Context: an optimization exercise on an open-source flow, tuned for a short achievable clock period and few clock cycles per item. The choices shown serve that exercise and are no tape-out recipe.
RTL that was checked went through simulation tests only; none was proved equivalent to the original.
Power figures rest on the tool's default switching activity, not on a simulated workload.

## rv_core
module rv_core (
	input  logic clk,
	input  logic rst,
	output logic [31:0] imem_addr,
	input  logic [31:0] imem_data,
	output logic [31:0] dmem_addr,
	output logic [31:0] dmem_wdata,
	output logic dmem_we,
	input  logic [31:0] dmem_rdata
);
export LEC_CHECK = 0
export CAP_MARGIN = 20
export CORE_MARGIN = 2
export CORE_UTILIZATION = 30
export SETUP_SLACK_MARGIN = 4.0
export SLEW_MARGIN = 20
export SYNTH_HIERARCHICAL = 1
export SYNTH_MINIMUM_KEEP_SIZE = 0
create_clock -name core_clock -period 7.0 [get_ports {clk}]
run.sh (not shown) runs the stock make flow with config.mk's settings and CLKGATE_MAP_FILE= SYNTH_SCRIPT=/design/flow/synth_recipe.tcl, a recipe that flattens the netlist after the stock synthesis.
Edit:
--- a/flow/design.v
+++ b/flow/design.v
@@ -66,25 +66,26 @@
 	logic        byp1_d, byp2_d;  
 	logic        wr_d, ld_d, st_d, br_d, jal_d, use1_d, use2_d, useimm_d;
 	logic        sub_d, slt_d, and_d, or_d;
 	logic [31:0] a_e, b_e, bi_e, target_e, link_e;
 	logic [4:0]  rd_e;
 	logic        wr_e, ld_e, st_e, br_e, jal_e;
-	logic        sub_e, slt_e, and_e, or_e, arith_e;
+	logic        slt_e, and_e, or_e, s_add_e, s_sub_e, s_oth_e;
 	logic [31:0] res_m, sd_m;
 	logic [4:0]  rd_m;
 	logic        wr_m, ld_m, we_m;
 	logic [31:0] regs [1:31];
 	logic stall_d, redirect_e;
 	logic [31:0] ins;
 	logic [6:0]  opc_f;
 	logic [4:0]  rs1_f, rs2_f, rd_f;
 	logic        ld_f, st_f, op_f, opi_f, br_f, jal_f, bra_f;
 	logic [31:0] imm_i_f, imm_s_f, imm_b_f, imm_j_f;
 	logic [31:0] pc4_f, tgt_b_f, tgt_j_f;
-	assign imem_addr = pc_f;
+	logic [31:0] pc_out;
+	assign imem_addr = pc_out;
 	assign ins = imem_data;
 	assign opc_f = ins[6:0];
 	assign rs1_f = ins[19:15];
 	assign rs2_f = ins[24:20];
 	assign rd_f  = ins[11:7];
 	assign ld_f  = (opc_f == OP_LOAD);
@@ -143,12 +144,13 @@
 	assign pc_early = rst ? 32'h0000_0000 : redirect_e ? target_e : stall_d ? nxt_d : nxt_f;
 	assign take_j = !rst && !redirect_e && !stall_d && jal_f;
 	assign take_b = !rst && !redirect_e && !stall_d && bra_f;
 	assign seq_n = !rst && !redirect_e && !stall_d && !jal_f && !bra_f && !fold_f;
 	always_ff @(posedge clk) begin
 		pc_f <= take_j ? tgt_j_f : take_b ? tgt_b_f : pc_early;
+		pc_out <= take_b ? tgt_b_f : take_j ? tgt_j_f : pc_early;
 		seq_q <= seq_n;
 		fj_hq <= |fj_m;
 		fj_tq <= fj_t;
 	end
 	logic [4:0] rs1_n, rs2_n;
 	assign rs1_n = stall_d ? rs1_d : rs1_f;
@@ -221,44 +223,48 @@
 			wr_e <= wr_d;
 			ld_e <= ld_d;
 			st_e <= st_d;
 			br_e <= br_d;
 			jal_e <= jal_d;
 		end
-		a_e <= fa_d ? res_e : rv1_d;
-		b_e <= fb_d ? res_e : rv2_d;
-		bi_e <= (fb_d && !useimm_d) ? res_e : useimm_d ? imm_d : rv2_d;
+		a_e <= fwd_sel(fa_d, rv1_d);
+		b_e <= fwd_sel(fb_d, rv2_d);
+		bi_e <= fwd_sel(fb_d && !useimm_d, useimm_d ? imm_d : rv2_d);
 		target_e <= target_d;
 		link_e <= link_d;
 		rd_e <= rd_d;
-		sub_e <= sub_d;
 		slt_e <= !jal_d && slt_d;
 		and_e <= !jal_d && and_d;
 		or_e  <= !jal_d && or_d;
-		arith_e <= !jal_d && !slt_d && !and_d && !or_d;
-	end
-	logic [31:0] sum_e, oth_e;
+		s_add_e <= !jal_d && !slt_d && !and_d && !or_d && !sub_d;
+		s_sub_e <= !jal_d && !slt_d && !and_d && !or_d && sub_d;
+		s_oth_e <= jal_d || slt_d || and_d || or_d;
+	end
+	logic [31:0] oth_e;
 	logic lt_e;
 	logic [31:0] add_e, dif_e;
 	rv_add #(32) u_add_e (.a(a_e), .b(bi_e), .ci(1'b0), .y(add_e));
 	logic [32:0] dif33_e;
 	rv_add #(33) u_sub_e (.a({a_e[31], a_e}), .b(~{bi_e[31], bi_e}), .ci(1'b1), .y(dif33_e));
 	assign dif_e = dif33_e[31:0];
 	assign lt_e = dif33_e[32];
-	assign sum_e = sub_e ? dif_e : add_e;
 	always_comb begin
 		if (slt_e)
 			oth_e = {31'd0, lt_e};
 		else if (and_e)
 			oth_e = a_e & bi_e;
 		else if (or_e)
 			oth_e = a_e | bi_e;
 		else
 			oth_e = link_e;
 	end
-	assign res_e = arith_e ? sum_e : oth_e;
+	assign res_e = ({32{s_add_e}} & add_e) | ({32{s_sub_e}} & dif_e) | ({32{s_oth_e}} & oth_e);
+	function automatic logic [31:0] fwd_sel(input logic f, input logic [31:0] d);
+		fwd_sel = ({32{f && s_add_e}} & add_e) | ({32{f && s_sub_e}} & dif_e) |
+			({32{f && s_oth_e}} & oth_e) | ({32{!f}} & d);
+	endfunction
 	assign redirect_e = br_e && (a_e == b_e);
 	always_ff @(posedge clk) begin
 		if (rst) begin
 			wr_m <= 1'b0;
 			ld_m <= 1'b0;
 			we_m <= 1'b0;
What happened: Clock-buffer cell count increases by 31. Clock power rose by a little under a tenth. Non-clock buffer count drops by 133. Maximum frequency is higher slightly. Core utilization fell by 0.35 points. Design area barely changes. Global-route usage came out lower by 0.16 points. Flip-flop and latch count increases by 33. Combinational power climbs by a few percent. Worst setup slack gets better by 0.037 ns. Sequential power stays flat.
Testbench counts after the change, summed over its fixed seeds: cycles 114,065, programs 48.
No functional check of the RTL was part of the first run of this note.

---

job 5388:
rv_core, a different RTL version from the one above (not shown whole).
Size: about 11000 cells after synthesis, roughly 160 I/O pins.
make LEC_CHECK=0 CAP_MARGIN=20 CORE_MARGIN=2 CORE_UTILIZATION=45 SETUP_SLACK_MARGIN=4.0 SLEW_MARGIN=20 SYNTH_HIERARCHICAL=1 SYNTH_MINIMUM_KEEP_SIZE=0 finish   # period 7.0 ns
Job 5388 went all the way through the flow, and no timing, DRC or antenna check failed.
Testbench counts of job 5388, summed over its fixed seeds: cycles 107,787, programs 48.
Input changes introduced in job 1407 (baseline for comparison: job 5388):
-- flow/design.v --
<<< job 5388, line 128
	end
	assign fj_f = (jal_f && rd_f == 5'd0) || bra_f;
	logic lr_j;
	logic [FN-1:0] lr_we;  
	logic [31:0] lr_a, lr_tj, lr_tb, lr_t, lr_an;
	assign lr_t = lr_j ? lr_tj : lr_tb;
	assign lr_an = pc_f - 32'd8;
	always_ff @(posedge clk) begin
		for (int i = 0; i < FN; i++)
			lr_we[i] <= !rst && fj_f && lr_an[5:2] == 4'(i);
		lr_j <= ins[3];  
		lr_a <= lr_an;
		lr_tj <= tgt_j_f;
		lr_tb <= tgt_b_f;
>>> job 1407, line 128
	end
	assign fj_f = (jal_f && rd_f == 5'd0) || bra_f;
	logic lr_v, lr_j;
	logic [31:0] lr_a, lr_tj, lr_tb, lr_t;
	assign lr_t = lr_j ? lr_tj : lr_tb;
	always_ff @(posedge clk) begin
		lr_v <= !rst && fj_f;
		lr_j <= ins[3];  
		lr_a <= pc_f - 32'd8;
		lr_tj <= tgt_j_f;
		lr_tb <= tgt_b_f;
<<< job 5388, line 143
			if (rst)
				fj_v[i] <= 1'b0;
			else if (lr_we[i])
				fj_v[i] <= 1'b1;
			if (lr_we[i]) begin
				fj_tag[i] <= lr_a;
				fj_tgt[i] <= lr_t;
>>> job 1407, line 140
			if (rst)
				fj_v[i] <= 1'b0;
			else if (lr_v && lr_a[5:2] == 4'(i))
				fj_v[i] <= 1'b1;
			if (lr_v && lr_a[5:2] == 4'(i)) begin
				fj_tag[i] <= lr_a;
				fj_tgt[i] <= lr_t;
<<< job 5388, line 204
	logic lu_v;
	logic [2:0] lu_i;
	assign lu_v = zt_d;
	assign lu_i = lk_d[4:2];
	always_ff @(posedge clk) begin
>>> job 1407, line 201
	logic lu_v;
	logic [2:0] lu_i;
	assign lu_v = zt_d && !stall_d && !redirect_e;
	assign lu_i = lk_d[4:2];
	always_ff @(posedge clk) begin
<<< job 5388, line 235
	assign fold_f = seq_q && fj_hq;
	assign nxt_f = fold_f ? fj_tq : pc4_f;
	assign pc_early = rst ? 32'h0000_0000 : redirect_e ? target_e : stall_d ? nxt_d : nxt_f;
	assign take_j = !rst && !redirect_e && !stall_d && jal_f;
	assign take_b = !rst && !redirect_e && !stall_d && (bra_f || ptk_f);
	assign seq_n = !rst && !redirect_e && !redirect_d && !stall_d && !jal_f && !bra_f &&
		!ptk_f && !fold_f;
	logic sel_early, rd_sel;
	assign sel_early = !take_j && !take_b;
	assign rd_sel = redirect_d && !rst;
	always_ff @(posedge clk) begin
		pc_f <= rd_sel ? target_d :
			({32{take_j}} & tgt_j_f) | ({32{take_b}} & tgt_b_f) | ({32{sel_early}} & pc_early);
		pc_out <= rd_sel ? target_d :
			({32{sel_early}} & pc_early) | (({32{take_b}} & tgt_b_f) | ({32{take_j}} & tgt_j_f));
		seq_q <= seq_n;
		fj_hq <= |fj_m;
>>> job 1407, line 232
	assign fold_f = seq_q && fj_hq;
	assign nxt_f = fold_f ? fj_tq : pc4_f;
	assign pc_early = rst ? 32'h0000_0000 : redirect_e ? target_e : redirect_d ? target_d :
		stall_d ? nxt_d : nxt_f;
	assign take_j = !rst && !redirect_e && !redirect_d && !stall_d && jal_f;
	assign take_b = !rst && !redirect_e && !redirect_d && !stall_d && (bra_f || ptk_f);
	assign seq_n = !rst && !redirect_e && !redirect_d && !stall_d && !jal_f && !bra_f &&
		!ptk_f && !fold_f;
	logic sel_early;
	assign sel_early = !take_j && !take_b;
	always_ff @(posedge clk) begin
		pc_f <= ({32{take_j}} & tgt_j_f) | ({32{take_b}} & tgt_b_f) | ({32{sel_early}} & pc_early);
		pc_out <= ({32{sel_early}} & pc_early) | (({32{take_b}} & tgt_b_f) | ({32{take_j}} & tgt_j_f));
		seq_q <= seq_n;
		fj_hq <= |fj_m;
<<< job 5388, line 321
		((rs2_d == 5'd0 && fa_d) || (rs1_d == 5'd0 && fb_d));
	assign zero_e = s_add_e ? ((a_e ^ bi_e) == {a_e[30:0] | bi_e[30:0], 1'b0}) : ((a_e ^ bi_e) == '1);
	assign redirect_d = zt_d && (zero_e != pred_d);
	always_ff @(posedge clk) begin
		if (rst || redirect_e || stall_d) begin
>>> job 1407, line 316
		((rs2_d == 5'd0 && fa_d) || (rs1_d == 5'd0 && fb_d));
	assign zero_e = s_add_e ? ((a_e ^ bi_e) == {a_e[30:0] | bi_e[30:0], 1'b0}) : ((a_e ^ bi_e) == '1);
	assign redirect_d = zt_d && (zero_e != pred_d) && !stall_d && !redirect_e;
	always_ff @(posedge clk) begin
		if (rst || redirect_e || stall_d) begin
Notes after the runs:
- Reg-to-reg setup timing slack in job 1407 vs job 5388: up 0.08 ns
- Job 5388 → job 1407: area after synthesis closely matched the old numbers, critical path depth now smaller, post-CTS setup buffer count +16%.
- ~same proportion of power drawn by combinational gates in job 1407 and job 5388
- Lower global-route usage over all layers among job 1407 and job 5388: job 1407
- The post-synthesis instance total on job 5388 is in line with that on job 1407.
- As of job 1407, detailed-routed wire length on met3 had fallen by a few percent compared to job 5388.
- Between job 5388 and job 1407, the sequential area share after synthesis does not differ in any meaningful way.
- From job 5388 to job 1407 the numbers moved as follows: worst setup slack after layout moved up, area fraction in compound gates after synthesis now larger.
- Compared job 1407 against job 5388; synthesized area divided by synthesized cell count within noise.
- Relative to job 5388, sequential cell count decreased by about 0.34% in job 1407.
- Weighted congestion reported at the end of routability-driven placement ends up higher on job 5388.
Testbench counts of job 1407, summed over its fixed seeds: cycles 107,787, programs 48.

## re-timing with driven ports
The results above use ideal ports. As a check the final layouts listed here were re-extracted and re-timed, cells and wires unchanged. Step 1, drivers: a clkbuf_16 drives clk and a buf_2 each remaining input, both assumed. Step 2 also shifts input and output timing later by t, the mid clock arrival at the registers, as if the neighbouring blocks saw the same clock. Three values: ideal, step 1, step 2; two values: the first two.
run | t (ns) | slack for setup (ns) | worst setup path after step 2 | clock arrival spread, ns | pins driven straight from the clock port
the first run of note 1 | 1.010 | 3.683 / 3.683 / 2.760 | input to register | 0.128 / 0.129 | 1
the second run of note 1 | 0.991 | 3.720 / 3.720 / 2.892 | input to register | 0.094 / 0.094 | 1
job 5388 | 1.036 | 3.510 / 3.510 / 2.698 | input to register | 0.091 / 0.092 | 1
job 1407 | 1.054 | 3.595 / 3.595 / 2.777 | input to register | 0.103 / 0.103 | 1
After both steps setup and hold are still met in every run listed. For the first run of note 1, which loses most, drivers alone change the setup slack by 0.000 ns; drivers and shift together by -0.923 ns.
